From an optimization exercise on the open Yosys and OpenROAD flow, aimed at small area, a short achievable clock period and few clock cycles per item; shortcuts taken in it are not production practice.
At most, simulation tests tie the RTL to the original design; equivalence was not proved.
No activity file was given, so power comes from the tool's default toggle rates.

==> flow/design.v <==
`timescale 1ns/1ps
`default_nettype none
module ldl_solve_top (
    input  logic        clk,
    input  logic        rst,
    input  logic [7:0]  paddr,
    input  logic        psel,
    input  logic        penable,
    input  logic        pwrite,
    input  logic [31:0] pwdata,
    output logic [31:0] prdata,
    output logic        pready,
    output logic        pslverr,
    output logic        done
);
    logic [15:0] lw [0:15];
    logic [15:0] dw [0:3];
    logic [15:0] ww [0:3];
    logic [4:0] word;
    logic [4:0] wword_q;
    logic       wr_q;
    assign word = paddr[6:2];
    always_ff @(posedge clk) begin
        if (rst) begin
            wr_q <= 1'b0;
        end else begin
            wr_q <= psel && !penable && pwrite && !paddr[7];
        end
        wword_q <= word;
    end
    for (genvar k = 0; k < 16; k++) begin : g_l
        always_ff @(posedge clk) begin
            if (wr_q && wword_q == 5'(k)) lw[k] <= pwdata[15:0];
        end
    end
    for (genvar k = 0; k < 4; k++) begin : g_d
        always_ff @(posedge clk) begin
            if (wr_q && wword_q == 5'(16 + k)) dw[k] <= pwdata[15:0];
        end
    end
    logic        busy;
    logic        v2;
    logic [1:0]  dst2;
    logic [15:0] result;
    logic [15:0] lo_q;
    logic [15:0] hi_q;
    logic [15:0] hi_word;
    logic        status_q;
    logic        err_q;
    logic        rd_fwd;
    assign rd_fwd = v2 && paddr[3:2] == dst2;
    always_comb begin
        hi_word = '0;
        if (!paddr[7] && paddr[6] && !paddr[5])
            hi_word = paddr[4] ? ww[paddr[3:2]] : dw[paddr[3:2]];
        if (!paddr[7] && paddr[6:4] == 3'b101 && rd_fwd)
            hi_word = result;
    end
    always_ff @(posedge clk) begin
        lo_q     <= (paddr[7] || paddr[6]) ? 16'h0 : lw[paddr[5:2]];
        hi_q     <= hi_word;
        status_q <= (paddr == 8'h84);
        err_q    <= (paddr > 8'h84);
    end
    logic [15:0] rdata;
    assign rdata = hi_q | lo_q;
    assign pready  = 1'b1;
    assign pslverr = err_q;
    assign prdata  = {16'h0, rdata[15:2],
                      status_q ? {done, busy} : rdata[1:0]};
    logic       ctrl_go;
    logic       go;
    logic       launch;
    logic       pend;
    logic       accept;
    logic       run;
    logic [3:0] step;
    logic [3:0] nxt;
    assign ctrl_go = pwrite && paddr == 8'h80 && pwdata[0] && !busy;
    assign go      = psel && ctrl_go && !run && !v2;
    assign launch  = go || pend;
    assign accept  = psel && penable && ctrl_go;
    assign nxt     = run ? step + 4'd1 : {3'b000, launch};
    always_ff @(posedge clk) begin
        if (rst) begin
            run   <= 1'b0;
            pend  <= 1'b0;
            step  <= '0;
            v2    <= 1'b0;
            busy  <= 1'b0;
            done  <= 1'b0;
        end else begin
            v2    <= launch || run;
            pend  <= accept && !launch && !run;
            step  <= nxt;
            run   <= launch || (run && step != 4'd15);
            if (accept) begin
                busy <= 1'b1;
                done <= 1'b0;
            end else if (run && step == 4'd15) begin
                busy <= 1'b0;
                done <= 1'b1;
            end
        end
    end
    logic [3:0]  nrun;
    logic [15:0] a_op;
    logic [1:0]  src;
    logic [1:0]  dst;
    logic        acc;
    assign nrun = step + 4'd1;
    always_comb begin
        a_op = lw[4];
        src  = 2'd0;
        dst  = 2'd1;
        acc  = 1'b1;
        case (nrun)
            4'd0:  begin a_op = lw[4];  src = 2'd0; dst = 2'd1; acc = 1'b1; end
            4'd1:  begin a_op = lw[8];  src = 2'd0; dst = 2'd2; acc = 1'b1; end
            4'd2:  begin a_op = lw[9];  src = 2'd1; dst = 2'd2; acc = 1'b1; end
            4'd3:  begin a_op = lw[12]; src = 2'd0; dst = 2'd3; acc = 1'b1; end
            4'd4:  begin a_op = lw[14]; src = 2'd2; dst = 2'd3; acc = 1'b1; end
            4'd5:  begin a_op = lw[13]; src = 2'd1; dst = 2'd3; acc = 1'b1; end
            4'd6:  begin a_op = dw[0];  src = 2'd0; dst = 2'd0; acc = 1'b0; end
            4'd7:  begin a_op = dw[3];  src = 2'd3; dst = 2'd3; acc = 1'b0; end
            4'd8:  begin a_op = dw[2];  src = 2'd2; dst = 2'd2; acc = 1'b0; end
            4'd9:  begin a_op = lw[14]; src = 2'd3; dst = 2'd2; acc = 1'b1; end
            4'd10: begin a_op = dw[1];  src = 2'd1; dst = 2'd1; acc = 1'b0; end
            4'd11: begin a_op = lw[13]; src = 2'd3; dst = 2'd1; acc = 1'b1; end
            4'd12: begin a_op = lw[12]; src = 2'd3; dst = 2'd0; acc = 1'b1; end
            4'd13: begin a_op = lw[9];  src = 2'd2; dst = 2'd1; acc = 1'b1; end
            4'd14: begin a_op = lw[8];  src = 2'd2; dst = 2'd0; acc = 1'b1; end
            4'd15: begin a_op = lw[4];  src = 2'd1; dst = 2'd0; acc = 1'b1; end
            default: ;
        endcase
    end
    logic [15:0] a_idle;
    logic [23:0] bd_run;
    logic [23:0] bd_idle;
    logic [23:0] bd_op1;
    assign a_idle = (wr_q && wword_q == 5'd4) ? pwdata[15:0] : lw[4];
    booth_enc enc_run  (.a(a_op),   .sub(acc),  .d(bd_run));
    booth_enc enc_idle (.a(a_idle), .sub(1'b1), .d(bd_idle));
    booth_enc enc_op1  (.a(lw[8]),  .sub(1'b1), .d(bd_op1));
    logic [15:0] b_in;
    logic [1:0]  src_n;
    assign src_n = run ? src : 2'd0;
    always_comb begin
        b_in = ww[src_n];
        if (!run && wr_q && wword_q == 5'd20) b_in = pwdata[15:0];
        if (v2 && dst2 == src_n) b_in = result;
    end
    logic [7:0]  bneg_q;
    logic [7:0]  bone_q;
    logic [7:0]  btwo_q;
    logic [15:0] b_q;
    logic [1:0]  dst_q;
    logic        acc_q;
    always_ff @(posedge clk) begin
        {bneg_q, bone_q, btwo_q} <= run ? bd_run : launch ? bd_op1 : bd_idle;
        b_q   <= b_in;
        dst_q <= run ? dst : launch ? 2'd2 : 2'd1;
        acc_q <= run ? acc : 1'b1;
    end
    logic [15:0] pp [0:8];
    logic [15:0] sum_q;
    logic [15:0] cry_q;
    logic [15:0] sum_d;
    logic [15:0] cry_d;
    logic        x15_d;
    logic        x15_q;
    for (genvar k = 0; k < 8; k++) begin : g_pp
        logic [15:0] b1;
        logic [15:0] b2;
        logic [15:0] m;
        assign b1 = b_q << (2 * k);
        assign b2 = b_q << (2 * k + 1);
        assign m  = ({16{bone_q[k]}} & b1) | ({16{btwo_q[k]}} & b2);
        assign pp[k] = (m ^ {16{bneg_q[k]}}) & (16'hffff << (2 * k));
    end
    assign pp[8] = {1'b0, bneg_q[7], 1'b0, bneg_q[6], 1'b0, bneg_q[5], 1'b0, bneg_q[4],
                    1'b0, bneg_q[3], 1'b0, bneg_q[2], 1'b0, bneg_q[1], 1'b0, bneg_q[0]};
    csa_tree9 tree_i (
        .pp0 (pp[0]), .pp1 (pp[1]), .pp2 (pp[2]), .pp3 (pp[3]),
        .pp4 (pp[4]), .pp5 (pp[5]), .pp6 (pp[6]), .pp7 (pp[7]),
        .pp8 (pp[8]),
        .s   (sum_d),
        .c   (cry_d),
        .x15 (x15_d)
    );
    logic [15:0] base_q;
    logic [15:0] base_d;
    always_comb begin
        base_d = acc_q ? ww[dst_q] : 16'h0;
        if (acc_q && v2 && dst2 == dst_q) base_d = result;
    end
    always_ff @(posedge clk) begin
        sum_q  <= sum_d;
        cry_q  <= cry_d;
        x15_q  <= x15_d;
        base_q <= base_d;
        dst2   <= dst_q;
    end
    logic [15:0] t_s;
    logic [15:0] t_c;
    assign t_s  = base_q ^ sum_q ^ cry_q ^ {x15_q, 15'h0};
    assign t_c  = {(base_q[14:0] & sum_q[14:0]) | (base_q[14:0] & cry_q[14:0]) |
                   (sum_q[14:0] & cry_q[14:0]), 1'b0};
    assign result = t_s + t_c;
    logic [15:0] w_wdata;
    assign w_wdata = v2 ? result : pwdata[15:0];
    for (genvar k = 0; k < 4; k++) begin : g_w
        always_ff @(posedge clk) begin
            if ((v2 && dst2 == 2'(k)) || (wr_q && wword_q == 5'(20 + k))) begin
                ww[k] <= w_wdata;
            end
        end
    end
endmodule
module booth_enc (
    input  logic [15:0] a,
    input  logic        sub,
    output logic [23:0] d
);
    logic [16:0] ax;
    logic [7:0]  dn;
    logic [7:0]  d1;
    logic [7:0]  d2;
    assign ax = {a, 1'b0};
    always_comb begin
        for (int k = 0; k < 8; k++) begin
            dn[k] = (ax[2*k+2] && !(ax[2*k+1] && ax[2*k])) ^ sub;
            d1[k] = ax[2*k+1] ^ ax[2*k];
            d2[k] = (ax[2*k+2] && !ax[2*k+1] && !ax[2*k]) ||
                    (!ax[2*k+2] && ax[2*k+1] && ax[2*k]);
        end
    end
    assign d = {dn, d1, d2};
endmodule
module csa_tree9 (
    input  logic [15:0] pp0, pp1, pp2, pp3, pp4, pp5, pp6, pp7, pp8,
    output logic [15:0] s,
    output logic [15:0] c,
    output logic        x15
);
    logic [14:0] a0s, a0c, a1s, a1c, a2s, a2c;
    logic        a0o, a1o, a2o;
    csa15 l1a (.x(pp0[14:0]), .y(pp1[14:0]), .z(pp8[14:0]), .s(a0s), .c(a0c), .co(a0o));
    csa15 l1b (.x(pp2[14:0]), .y(pp3[14:0]), .z(pp4[14:0]), .s(a1s), .c(a1c), .co(a1o));
    csa15 l1c (.x(pp5[14:0]), .y(pp6[14:0]), .z(pp7[14:0]), .s(a2s), .c(a2c), .co(a2o));
    logic [14:0] b0s, b0c, b1s, b1c;
    logic        b0o, b1o;
    csa15 l2a (.x(a0s), .y(a0c), .z(a1s), .s(b0s), .c(b0c), .co(b0o));
    csa15 l2b (.x(a1c), .y(a2s), .z(a2c), .s(b1s), .c(b1c), .co(b1o));
    logic [14:0] c0s, c0c;
    logic        c0o;
    csa15 l3a (.x(b0s), .y(b0c), .z(b1s), .s(c0s), .c(c0c), .co(c0o));
    logic [14:0] d0s, d0c;
    logic        d0o;
    csa15 l4a (.x(c0s), .y(c0c), .z(b1c), .s(d0s), .c(d0c), .co(d0o));
    logic p15;
    assign p15 = ((pp0[15] ^ pp1[15]) ^ (pp2[15] ^ pp3[15])) ^
                 ((pp4[15] ^ pp5[15]) ^ (pp6[15] ^ pp7[15])) ^ pp8[15];
    assign s   = {p15 ^ a0o ^ a1o ^ a2o, d0s};
    assign c   = {d0o, d0c};
    assign x15 = b0o ^ b1o ^ c0o;
endmodule
module csa15 (
    input  logic [14:0] x,
    input  logic [14:0] y,
    input  logic [14:0] z,
    output logic [14:0] s,
    output logic [14:0] c,
    output logic        co
);
    logic [14:0] m;
    assign s  = x ^ y ^ z;
    assign m  = (x & y) | (x & z) | (y & z);
    assign c  = {m[13:0], 1'b0};
    assign co = m[14];
endmodule
`default_nettype wire
==> flow/config.mk <==
export PLATFORM = sky130hd
export DESIGN_NAME = ldl_solve_top
export DESIGN_NICKNAME = ldl_solve_top
export VERILOG_FILES = /design/flow/design.v
export SDC_FILE = /design/flow/constraint.sdc
export NUM_CORES = 4
export LEC_CHECK = 0
export CAP_MARGIN = 20
export CORE_MARGIN = 2
export CORE_UTILIZATION = 60
export CTS_CLUSTER_DIAMETER = 80
export CTS_CLUSTER_SIZE = 30
export SETUP_SLACK_MARGIN = 4.0
export SLEW_MARGIN = 20
==> flow/constraint.sdc <==
create_clock -name core_clock -period 7.0 [get_ports {clk}]
set_input_delay 1.4000 -clock core_clock [delete_from_list [all_inputs] [get_ports {clk}]]
set_output_delay 1.4000 -clock core_clock [all_outputs]
set_load 0.01 [all_outputs]
run.sh (not shown) runs the stock make flow with config.mk's settings and CLKGATE_MAP_FILE= SYNTH_SCRIPT=/design/flow/synth_recipe.tcl, a recipe that flattens the netlist after the stock synthesis.
Next try:
--- a/flow/design.v
+++ b/flow/design.v
@@ -45,25 +45,28 @@
     logic [15:0] lo_q;
     logic [15:0] hi_q;
     logic [15:0] hi_word;
+    logic        hisel_q;
     logic        status_q;
     logic        err_q;
     logic        rd_fwd;
     assign rd_fwd = v2 && paddr[3:2] == dst2;
     always_comb begin
         hi_word = '0;
-        if (!paddr[7] && paddr[6] && !paddr[5])
-            hi_word = paddr[4] ? ww[paddr[3:2]] : dw[paddr[3:2]];
-        if (!paddr[7] && paddr[6:4] == 3'b101 && rd_fwd)
-            hi_word = result;
-    end
-    always_ff @(posedge clk) begin
-        lo_q     <= (paddr[7] || paddr[6]) ? 16'h0 : lw[paddr[5:2]];
+        if (!paddr[7] && !paddr[5]) begin
+            if (!paddr[4])    hi_word = dw[paddr[3:2]];
+            else if (rd_fwd)  hi_word = result;
+            else              hi_word = ww[paddr[3:2]];
+        end
+    end
+    always_ff @(posedge clk) begin
+        lo_q     <= lw[paddr[5:2]];
         hi_q     <= hi_word;
+        hisel_q  <= paddr[7] || paddr[6];
         status_q <= (paddr == 8'h84);
         err_q    <= (paddr > 8'h84);
     end
     logic [15:0] rdata;
-    assign rdata = hi_q | lo_q;
+    assign rdata = hisel_q ? hi_q : lo_q;
     assign pready  = 1'b1;
     assign pslverr = err_q;
     assign prdata  = {16'h0, rdata[15:2],
@@ -191,8 +194,9 @@
     logic [15:0] base_q;
     logic [15:0] base_d;
     always_comb begin
-        base_d = acc_q ? ww[dst_q] : 16'h0;
-        if (acc_q && v2 && dst2 == dst_q) base_d = result;
+        base_d = ww[dst_q];
+        if (v2 && dst2 == dst_q) base_d = result;
+        if (!acc_q) base_d = '0;
     end
     always_ff @(posedge clk) begin
         sum_q  <= sum_d;
The changed run passed the timing, design-rule and antenna checks.
Setup slack improves by 0.17 ns.
Fmax rises by a few percent.
Final area went down by a few percent.
Clock power goes down by a few percent.
Total power shrinks slightly.
Sequential power is about the same.
Testbench counts after the change, summed over its fixed seeds: cycles 2,784, solves 72.
No functional check of the RTL was part of the first run of this note.

[port drivers added, routing unchanged]
The flow's constraints put no driver on any port. The routed layouts listed below were extracted and timed again, unchanged, in two steps.
Step 1 sets driving cells, clkbuf_16 on the clock port and buf_2 on the other inputs (assumed; they add their load-dependent delay and slew).
Step 2, shift: input delay + t, output delay - t, t = (earliest + latest rising clock arrival at the registers) / 2. This alone moves slack from input paths to output paths.
Three values: no drivers, after step 1, after step 2; two values: the first two.
| run | t, ns | slack for setup (ns) | slew at the worst register clock pin (ns) | worst data-port slew with drivers (ns) |
|---|---|---|---|---|
| the first run | 0.687 | 3.678 / 3.678 / 3.372 | 0.12 / 0.12 | 0.05 |
| the second run | 0.670 | 3.845 / 3.782 / 3.431 | 0.11 / 0.11 | 0.06 |
After both steps every run listed still meets setup and hold. The setup slack of the second run, which loses most, moves by -0.063 ns with the drivers and by -0.414 ns with both steps.
